This design comes from an exercise in tuning for small area and a short achievable clock period on the open sky130 flow, not from production work. Function was checked by simulation only, so behaviour that the tests miss may differ from the original. Power is estimated from default activity; no workload was simulated.

==> flow/design.v <==
package pipe_trace_pkg;
    localparam logic [1:0] ST_IDLE_ENC      = 2'd0;
    localparam logic [1:0] ST_ARMED_ENC     = 2'd1;
    localparam logic [1:0] ST_TRIGGERED_ENC = 2'd2;
    localparam logic [1:0] ST_DONE_ENC      = 2'd3;
    typedef enum logic [1:0] {
        ST_IDLE      = ST_IDLE_ENC,
        ST_ARMED     = ST_ARMED_ENC,
        ST_TRIGGERED = ST_TRIGGERED_ENC,
        ST_DONE      = ST_DONE_ENC
    } pipe_trace_state_e;
endpackage
module trace_ram #(
    parameter int DEPTH  = 16,
    parameter int W      = 160,
    parameter int NSEL   = 12,
    parameter int SEL_LO = 3
) (
    input  logic              clk,
    input  logic              shift_i,
    input  logic [W-1:0]      wdata_i,
    input  logic [NSEL-1:0]   sel_i,
    output logic [W-1:0]      rdata_o
);
    logic [DEPTH-1:0][W-1:0] rows_q;
    logic [W-1:0]            out_q, out_d;
    localparam int NGRP = (NSEL + 2) / 3;
    logic [NGRP-1:0][W-1:0] grp;
    always_comb begin
        for (int g = 0; g < NGRP; g++) begin
            grp[g] = '0;
            for (int j = 0; j < 3; j++) begin
                if (3*g + j < NSEL) begin
                    grp[g] = grp[g] | ({W{sel_i[3*g+j]}} & rows_q[SEL_LO+3*g+j]);
                end
            end
        end
        out_d = {W{~shift_i}} & out_q;
        for (int g = 0; g < NGRP; g++) begin
            out_d = out_d | ({W{shift_i}} & grp[g]);
        end
    end
    always_ff @(posedge clk) begin
        if (shift_i) begin
            rows_q <= {rows_q[DEPTH-2:0], wdata_i};
        end
    end
    always_ff @(posedge clk) begin
        out_q <= out_d;
    end
    assign rdata_o = out_q;
endmodule
module pipe_trace_buffer #(
    parameter int NUM_CH    = 4,
    parameter int CH_W      = 32,
    parameter int PC_W      = 32,
    parameter int DEPTH     = 16,
    parameter int POST_TRIG = 4,
    parameter int TS_W      = 16
) (
    input  logic                       clk,
    input  logic                       rst_n,
    input  logic                       sample_en,
    input  logic [PC_W-1:0]            pc_in,
    input  logic [NUM_CH*CH_W-1:0]     ch_in,
    input  logic                       arm,
    input  logic                       trig_en,
    input  logic [PC_W-1:0]            trig_pc,
    output logic [1:0]                 state,
    output logic                       wrapped,
    output logic [$clog2(DEPTH+1)-1:0] count,
    output logic                       rd_valid,
    input  logic                       rd_ready,
    output logic [PC_W-1:0]            rd_pc,
    output logic [NUM_CH*CH_W-1:0]     rd_data
);
    localparam int CNT_W   = $clog2(DEPTH+1);
    localparam int DATA_W  = NUM_CH*CH_W;
    localparam int ENTRY_W = PC_W + DATA_W;
    localparam int NSEL    = DEPTH - POST_TRIG;
    localparam int SEL_LO  = POST_TRIG - 1;
    localparam int POST_W  = (POST_TRIG > 1) ? $clog2(POST_TRIG) : 1;
    if ((DEPTH < 2) || ((DEPTH & (DEPTH - 1)) != 0) || (TS_W < 1)
        || (POST_TRIG < 1) || (POST_TRIG > DEPTH - 1)) begin : g_bad_params
        $error("pipe_trace_buffer: invalid DEPTH/POST_TRIG/TS_W");
    end
    pipe_trace_pkg::pipe_trace_state_e  state_q, state_d;
    logic [CNT_W-1:0]   count_q, count_d;
    logic               wrapped_q, wrapped_d;
    logic [POST_W-1:0]  post_q, post_d;
    logic               rd_valid_q, rd_valid_d;
    logic [NSEL-1:0]    sel_q, sel_d, sel_same, sel_inc;
    logic               done_q;
    logic               nd_q, nd_d;      
    logic               at_q, at_d;      
    logic               last_w;
    logic               writing;
    logic               shift;
    logic               trig_hit;
    logic [ENTRY_W-1:0] rdata;
    assign done_q   = !nd_q;
    assign writing  = sample_en && at_q;
    assign nd_d     = (state_d != pipe_trace_pkg::ST_DONE);
    assign at_d     = (state_d == pipe_trace_pkg::ST_ARMED)
                   || (state_d == pipe_trace_pkg::ST_TRIGGERED);
    assign trig_hit = trig_en && (pc_in == trig_pc);
    assign shift    = (rd_valid_q && rd_ready) || (!done_q && sample_en);
    always_comb begin
        if (state_q != pipe_trace_pkg::ST_TRIGGERED) begin
            post_d = POST_W'(POST_TRIG - 1);
        end else if (sample_en) begin
            post_d = post_q - POST_W'(1);
        end else begin
            post_d = post_q;
        end
    end
    always_comb begin
        state_d    = state_q;
        count_d    = count_q;
        wrapped_d  = wrapped_q;
        rd_valid_d = rd_valid_q;
        if (arm) begin
            state_d    = pipe_trace_pkg::ST_ARMED;
            count_d    = '0;
            wrapped_d  = 1'b0;
            rd_valid_d = 1'b0;
        end else begin
            if (writing) begin
                if (count_q == CNT_W'(DEPTH)) begin
                    wrapped_d = 1'b1;
                end else begin
                    count_d = count_q + CNT_W'(1);
                end
            end
            unique case (state_q)
                pipe_trace_pkg::ST_IDLE: ;
                pipe_trace_pkg::ST_ARMED: begin
                    if (sample_en && trig_hit) begin
                        state_d = pipe_trace_pkg::ST_TRIGGERED;
                    end
                end
                pipe_trace_pkg::ST_TRIGGERED: begin
                    if (sample_en && (post_q == '0)) begin
                        state_d    = pipe_trace_pkg::ST_DONE;
                        rd_valid_d = 1'b1;
                    end
                end
                pipe_trace_pkg::ST_DONE: begin
                    if (rd_valid_q && rd_ready) begin
                        count_d    = count_q - CNT_W'(1);
                        rd_valid_d = (count_q != CNT_W'(1));
                    end
                end
                default: ;
            endcase
        end
    end
    always_comb begin
        for (int k = 0; k < NSEL; k++) begin
            if (k == NSEL - 1) begin
                sel_same[k] = (count_q >= CNT_W'(DEPTH - 1));
                sel_inc[k]  = (count_q >= CNT_W'(DEPTH - 2));
            end else begin
                sel_same[k] = (count_q == CNT_W'(SEL_LO + 1 + k));
                sel_inc[k]  = (count_q == CNT_W'(SEL_LO + k));
            end
        end
        if (arm) begin
            sel_d = '0;
        end else if (writing) begin
            sel_d = sel_inc;
        end else begin
            sel_d = sel_same;
        end
    end
    always_ff @(posedge clk or negedge rst_n) begin
        if (!rst_n) begin
            state_q    <= pipe_trace_pkg::ST_IDLE;
            count_q    <= '0;
            wrapped_q  <= 1'b0;
            post_q     <= '0;
            rd_valid_q <= 1'b0;
            nd_q       <= 1'b1;
            at_q       <= 1'b0;
        end else begin
            state_q    <= state_d;
            count_q    <= count_d;
            wrapped_q  <= wrapped_d;
            post_q     <= post_d;
            rd_valid_q <= rd_valid_d;
            nd_q       <= nd_d;
            at_q       <= at_d;
        end
    end
    assign last_w = (state_q == pipe_trace_pkg::ST_TRIGGERED) && (post_q == '0) && sample_en;
    always_ff @(posedge clk) begin
        if (!done_q && !last_w) begin
            sel_q <= sel_d;
        end
    end
    trace_ram #(
        .DEPTH (DEPTH),
        .W     (ENTRY_W),
        .NSEL  (NSEL),
        .SEL_LO(SEL_LO)
    ) u_ram (
        .clk     (clk),
        .shift_i (shift),
        .wdata_i ({pc_in, ch_in}),
        .sel_i   (sel_q),
        .rdata_o (rdata)
    );
    assign state    = state_q;
    assign wrapped  = wrapped_q;
    assign count    = count_q;
    assign rd_valid = rd_valid_q;
    assign rd_pc    = rdata[DATA_W +: PC_W];
    assign rd_data  = rdata[DATA_W-1:0];
endmodule
clock: 4.6 ns
lec_check: 0
cap_margin: 20
core_margin: 2
core_utilization: 55
cts_cluster_diameter: 100
cts_cluster_size: 30
setup_slack_margin: 2.35
slew_margin: 20
standard.sh (not shown) runs the stock make flow with config.mk's settings and CLKGATE_MAP_FILE= SYNTH_SCRIPT=/design/flow/synth_recipe.tcl, a recipe that flattens the netlist after the stock synthesis.
==> flow/flow/run.sh <==
#!/bin/bash
# Layout flow: the standard ORFS flow (standard.sh, unchanged synthesis,
# floorplan, power grid, placement, CTS and routing), except that the
# buffers buffer_ports puts on every input and output port are plain
# sky130_fd_sc_hd__buf_2 cells instead of the cell it picks by default (a
# clock delay buffer). Timing repair resizes them afterwards as usual.
# make's full output goes to standard_sh.log; each ORFS step keeps its own
# log under orfs/logs/.
set -euo pipefail
cd "$(dirname "$0")/.."
export BUFFER_PORTS_ARGS="-buffer_cell sky130_fd_sc_hd__buf_2"
bash standard.sh finish > standard_sh.log 2>&1
Change:
--- a/flow/design.v
+++ b/flow/design.v
@@ -91,18 +91,14 @@
     logic               rd_valid_q, rd_valid_d;
     logic [NSEL-1:0]    sel_q, sel_d, sel_same, sel_inc;
     logic               done_q;
-    logic               nd_q, nd_d;      
-    logic               at_q, at_d;      
     logic               last_w;
     logic               writing;
     logic               shift;
     logic               trig_hit;
     logic [ENTRY_W-1:0] rdata;
-    assign done_q   = !nd_q;
-    assign writing  = sample_en && at_q;
-    assign nd_d     = (state_d != pipe_trace_pkg::ST_DONE);
-    assign at_d     = (state_d == pipe_trace_pkg::ST_ARMED)
-                   || (state_d == pipe_trace_pkg::ST_TRIGGERED);
+    assign done_q   = (state_q == pipe_trace_pkg::ST_DONE);
+    assign writing  = sample_en && ((state_q == pipe_trace_pkg::ST_ARMED)
+                                 || (state_q == pipe_trace_pkg::ST_TRIGGERED));
     assign trig_hit = trig_en && (pc_in == trig_pc);
     assign shift    = (rd_valid_q && rd_ready) || (!done_q && sample_en);
     always_comb begin
@@ -180,16 +176,12 @@
             wrapped_q  <= 1'b0;
             post_q     <= '0;
             rd_valid_q <= 1'b0;
-            nd_q       <= 1'b1;
-            at_q       <= 1'b0;
         end else begin
             state_q    <= state_d;
             count_q    <= count_d;
             wrapped_q  <= wrapped_d;
             post_q     <= post_d;
             rd_valid_q <= rd_valid_d;
-            nd_q       <= nd_d;
-            at_q       <= at_d;
         end
     end
     assign last_w = (state_q == pipe_trace_pkg::ST_TRIGGERED) && (post_q == '0) && sample_en;
Outcome: Worst hold slack improves by 0.0075 ns. Routed wire length drops by 0.34%. Core utilization climbs by 0.28 points. Final area drops by 0.90%. Power climbs by 67%. Die area drops by 1.4%. Maximum frequency drops by 2.3%. Clock skew hardly moves. Via count climbs by 0.41%. Clock-buffer cell count drops by 2. Synthesized area drops by 1.5%. Sequential power climbs by about 47%. Global-route usage climbs by 0.14 points. Clock power barely changes.


## nickel
pipe_trace_buffer, a different RTL version from the one above (not shown whole).
Size in the first run: about 4400 cells after synthesis, about 2600 flip-flops, roughly 89000 sq um of cells after synthesis.
==> module trace_ram, before the edit <==
module trace_ram #(
    parameter int DEPTH  = 16,
    parameter int W      = 160,
    parameter int NSEL   = 12,
    parameter int SEL_LO = 3
) (
    input  logic              clk,
    input  logic              shift_i,
    input  logic [W-1:0]      wdata_i,
    input  logic [NSEL-1:0]   sel_i,
    output logic [W-1:0]      rdata_o
);
    logic [DEPTH-1:0][W-1:0] rows_q;
    logic [W-1:0]            out_q, out_d;
    always_comb begin
        out_d = {W{~shift_i}} & out_q;
        for (int k = 0; k < NSEL; k++) begin
            out_d = out_d | ({W{shift_i & sel_i[k]}} & rows_q[SEL_LO+k]);
        end
    end
    always_ff @(posedge clk) begin
        if (shift_i) begin
            rows_q <= {rows_q[DEPTH-2:0], wdata_i};
        end
    end
    always_ff @(posedge clk) begin
        out_q <= out_d;
    end
    assign rdata_o = out_q;
endmodule
==> module pipe_trace_buffer, before the edit <==
module pipe_trace_buffer #(
    parameter int NUM_CH    = 4,
    parameter int CH_W      = 32,
    parameter int PC_W      = 32,
    parameter int DEPTH     = 16,
    parameter int POST_TRIG = 4,
    parameter int TS_W      = 16
) (
    input  logic                       clk,
    input  logic                       rst_n,
    input  logic                       sample_en,
    input  logic [PC_W-1:0]            pc_in,
    input  logic [NUM_CH*CH_W-1:0]     ch_in,
    input  logic                       arm,
    input  logic                       trig_en,
    input  logic [PC_W-1:0]            trig_pc,
    output logic [1:0]                 state,
    output logic                       wrapped,
    output logic [$clog2(DEPTH+1)-1:0] count,
    output logic                       rd_valid,
    input  logic                       rd_ready,
    output logic [PC_W-1:0]            rd_pc,
    output logic [NUM_CH*CH_W-1:0]     rd_data
);
    localparam int CNT_W   = $clog2(DEPTH+1);
    localparam int DATA_W  = NUM_CH*CH_W;
    localparam int ENTRY_W = PC_W + DATA_W;
    localparam int NSEL    = DEPTH - POST_TRIG;
    localparam int SEL_LO  = POST_TRIG - 1;
    localparam int POST_W  = (POST_TRIG > 1) ? $clog2(POST_TRIG) : 1;
    if ((DEPTH < 2) || ((DEPTH & (DEPTH - 1)) != 0) || (TS_W < 1)
        || (POST_TRIG < 1) || (POST_TRIG > DEPTH - 1)) begin : g_bad_params
        $error("pipe_trace_buffer: invalid DEPTH/POST_TRIG/TS_W");
    end
    pipe_trace_pkg::pipe_trace_state_e  state_q, state_d;
    logic [CNT_W-1:0]   count_q, count_d;
    logic               wrapped_q, wrapped_d;
    logic [POST_W-1:0]  post_q, post_d;
    logic               rd_valid_q, rd_valid_d;
    logic [NSEL-1:0]    sel_q, sel_d, sel_same, sel_inc;
    logic               done_q;
    logic               last_w;
    logic               writing;
    logic               shift;
    logic               trig_hit;
    logic [ENTRY_W-1:0] rdata;
    assign done_q   = (state_q == pipe_trace_pkg::ST_DONE);
    assign writing  = sample_en && ((state_q == pipe_trace_pkg::ST_ARMED)
                                 || (state_q == pipe_trace_pkg::ST_TRIGGERED));
    assign trig_hit = trig_en && (pc_in == trig_pc);
    assign shift    = (rd_valid_q && rd_ready) || (!done_q && sample_en);
    always_comb begin
        if (state_q != pipe_trace_pkg::ST_TRIGGERED) begin
            post_d = POST_W'(POST_TRIG - 1);
        end else if (sample_en) begin
            post_d = post_q - POST_W'(1);
        end else begin
            post_d = post_q;
        end
    end
    always_comb begin
        state_d    = state_q;
        count_d    = count_q;
        wrapped_d  = wrapped_q;
        rd_valid_d = rd_valid_q;
        if (arm) begin
            state_d    = pipe_trace_pkg::ST_ARMED;
            count_d    = '0;
            wrapped_d  = 1'b0;
            rd_valid_d = 1'b0;
        end else begin
            if (writing) begin
                if (count_q == CNT_W'(DEPTH)) begin
                    wrapped_d = 1'b1;
                end else begin
                    count_d = count_q + CNT_W'(1);
                end
            end
            unique case (state_q)
                pipe_trace_pkg::ST_IDLE: ;
                pipe_trace_pkg::ST_ARMED: begin
                    if (sample_en && trig_hit) begin
                        state_d = pipe_trace_pkg::ST_TRIGGERED;
                    end
                end
                pipe_trace_pkg::ST_TRIGGERED: begin
                    if (sample_en && (post_q == '0)) begin
                        state_d    = pipe_trace_pkg::ST_DONE;
                        rd_valid_d = 1'b1;
                    end
                end
                pipe_trace_pkg::ST_DONE: begin
                    if (rd_valid_q && rd_ready) begin
                        count_d    = count_q - CNT_W'(1);
                        rd_valid_d = (count_q != CNT_W'(1));
                    end
                end
                default: ;
            endcase
        end
    end
    always_comb begin
        for (int k = 0; k < NSEL; k++) begin
            if (k == NSEL - 1) begin
                sel_same[k] = (count_q >= CNT_W'(DEPTH - 1));
                sel_inc[k]  = (count_q >= CNT_W'(DEPTH - 2));
            end else begin
                sel_same[k] = (count_q == CNT_W'(SEL_LO + 1 + k));
                sel_inc[k]  = (count_q == CNT_W'(SEL_LO + k));
            end
        end
        if (arm) begin
            sel_d = '0;
        end else if (writing) begin
            sel_d = sel_inc;
        end else begin
            sel_d = sel_same;
        end
    end
    always_ff @(posedge clk or negedge rst_n) begin
        if (!rst_n) begin
            state_q    <= pipe_trace_pkg::ST_IDLE;
            count_q    <= '0;
            wrapped_q  <= 1'b0;
            post_q     <= '0;
            rd_valid_q <= 1'b0;
        end else begin
            state_q    <= state_d;
            count_q    <= count_d;
            wrapped_q  <= wrapped_d;
            post_q     <= post_d;
            rd_valid_q <= rd_valid_d;
        end
    end
    assign last_w = (state_q == pipe_trace_pkg::ST_TRIGGERED) && (post_q == '0) && sample_en;
    always_ff @(posedge clk) begin
        if (!done_q && !last_w) begin
            sel_q <= sel_d;
        end
    end
    trace_ram #(
        .DEPTH (DEPTH),
        .W     (ENTRY_W),
        .NSEL  (NSEL),
        .SEL_LO(SEL_LO)
    ) u_ram (
        .clk     (clk),
        .shift_i (shift),
        .wdata_i ({pc_in, ch_in}),
        .sel_i   (sel_q),
        .rdata_o (rdata)
    );
    assign state    = state_q;
    assign wrapped  = wrapped_q;
    assign count    = count_q;
    assign rd_valid = rd_valid_q;
    assign rd_pc    = rdata[DATA_W +: PC_W];
    assign rd_data  = rdata[DATA_W-1:0];
endmodule
==> flow/config.mk <==
export PLATFORM = sky130hd
export DESIGN_NAME = pipe_trace_buffer
export DESIGN_NICKNAME = pipe_trace_buffer
export VERILOG_FILES = /design/flow/design.v
export SDC_FILE = /design/flow/constraint.sdc
export NUM_CORES = 4
export LEC_CHECK = 0
export CAP_MARGIN = 20
export CORE_MARGIN = 2
export CORE_UTILIZATION = 40
export CTS_CLUSTER_DIAMETER = 100
export CTS_CLUSTER_SIZE = 30
export SETUP_SLACK_MARGIN = 2.2
export SLEW_MARGIN = 20
==> flow/constraint.sdc <==
create_clock -name core_clock -period 4.6 [get_ports {clk}]
set_input_delay 0.9200 -clock core_clock [delete_from_list [all_inputs] [get_ports {clk}]]
set_output_delay 0.9200 -clock core_clock [all_outputs]
set_load 0.01 [all_outputs]
run.sh (not shown) runs the stock make flow with config.mk's settings and CLKGATE_MAP_FILE= SYNTH_SCRIPT=/design/flow/synth_recipe.tcl, a recipe that flattens the netlist after the stock synthesis.
Stock flow here: none of the scripts above is used.
Edits applied to the flow inputs when going from nickel to violet:
--- a/flow/design.v
+++ b/flow/design.v
@@ -23,22 +23,20 @@
     output logic [W-1:0]      rdata_o
 );
     logic [DEPTH-1:0][W-1:0] rows_q;
     logic [W-1:0]            out_q, out_d;
     always_comb begin
-        out_d = {W{~shift_i}} & out_q;
+        out_d = '0;
         for (int k = 0; k < NSEL; k++) begin
-            out_d = out_d | ({W{shift_i & sel_i[k]}} & rows_q[SEL_LO+k]);
+            out_d = out_d | ({W{sel_i[k]}} & rows_q[SEL_LO+k]);
         end
     end
     always_ff @(posedge clk) begin
         if (shift_i) begin
             rows_q <= {rows_q[DEPTH-2:0], wdata_i};
+            out_q  <= out_d;
         end
-    end
-    always_ff @(posedge clk) begin
-        out_q <= out_d;
     end
     assign rdata_o = out_q;
 endmodule
 module pipe_trace_buffer #(
     parameter int NUM_CH    = 4,
@@ -88,24 +86,16 @@
     logic [ENTRY_W-1:0] rdata;
     assign done_q   = (state_q == pipe_trace_pkg::ST_DONE);
     assign writing  = sample_en && ((state_q == pipe_trace_pkg::ST_ARMED)
                                  || (state_q == pipe_trace_pkg::ST_TRIGGERED));
     assign trig_hit = trig_en && (pc_in == trig_pc);
-    assign shift    = (rd_valid_q && rd_ready) || (!done_q && sample_en);
-    always_comb begin
-        if (state_q != pipe_trace_pkg::ST_TRIGGERED) begin
-            post_d = POST_W'(POST_TRIG - 1);
-        end else if (sample_en) begin
-            post_d = post_q - POST_W'(1);
-        end else begin
-            post_d = post_q;
-        end
-    end
+    assign shift    = done_q ? (rd_valid_q && rd_ready) : sample_en;
     always_comb begin
         state_d    = state_q;
         count_d    = count_q;
         wrapped_d  = wrapped_q;
+        post_d     = post_q;
         rd_valid_d = rd_valid_q;
         if (arm) begin
             state_d    = pipe_trace_pkg::ST_ARMED;
             count_d    = '0;
             wrapped_d  = 1'b0;
@@ -121,16 +111,20 @@
             unique case (state_q)
                 pipe_trace_pkg::ST_IDLE: ;
                 pipe_trace_pkg::ST_ARMED: begin
                     if (sample_en && trig_hit) begin
                         state_d = pipe_trace_pkg::ST_TRIGGERED;
+                        post_d  = POST_W'(POST_TRIG - 1);
                     end
                 end
                 pipe_trace_pkg::ST_TRIGGERED: begin
-                    if (sample_en && (post_q == '0)) begin
-                        state_d    = pipe_trace_pkg::ST_DONE;
-                        rd_valid_d = 1'b1;
+                    if (sample_en) begin
+                        post_d = post_q - POST_W'(1);
+                        if (post_q == '0) begin
+                            state_d    = pipe_trace_pkg::ST_DONE;
+                            rd_valid_d = 1'b1;
+                        end
                     end
                 end
                 pipe_trace_pkg::ST_DONE: begin
                     if (rd_valid_q && rd_ready) begin
                         count_d    = count_q - CNT_W'(1);
Comparing nickel and violet, the lower final worst setup slack is on violet. Note that the non-clock buffer count recorded for violet amounts to 0.845 times the value seen in nickel. Re area of the placeable core: no difference whatsoever between nickel and violet. Compared nickel against violet; overall die height within noise. Against nickel, violet reports a net count of the mapped netlist that is lower. Synthesis-to-layout area growth down 1.3 points in violet wrt nickel.

## static timing again, ports no longer ideal
The flow's constraints put no driver on any port. The routed layouts listed below were extracted and timed again, unchanged, in two steps. Step 1, drivers: a clkbuf_16 drives clk and a buf_2 each remaining input, both assumed. Step 2 also shifts input and output timing later by t, the mid clock arrival at the registers, as if the neighbouring blocks saw the same clock. Slacks: no drivers / after step 1 / after step 2; pairs: no drivers / after step 1.
| run | shift t [ns] | setup slack, ns | worst register clock-pin slew, ns |
|---|---|---|---|
| the first run of note 1 | 0.821 | 2.371 / 2.290 / 1.617 | 0.12 / 0.12 |
| the second run of note 1 | 0.810 | 2.319 / 2.239 / 1.696 | 0.12 / 0.12 |
| nickel | 0.875 | 2.268 / 2.176 / 1.541 | 0.12 / 0.12 |
| violet | 0.871 | 2.157 / 2.077 / 1.345 | 0.11 / 0.11 |
After both steps every run listed still meets setup and hold. For violet, which loses most, drivers alone change the setup slack by -0.080 ns; drivers and shift together by -0.812 ns.
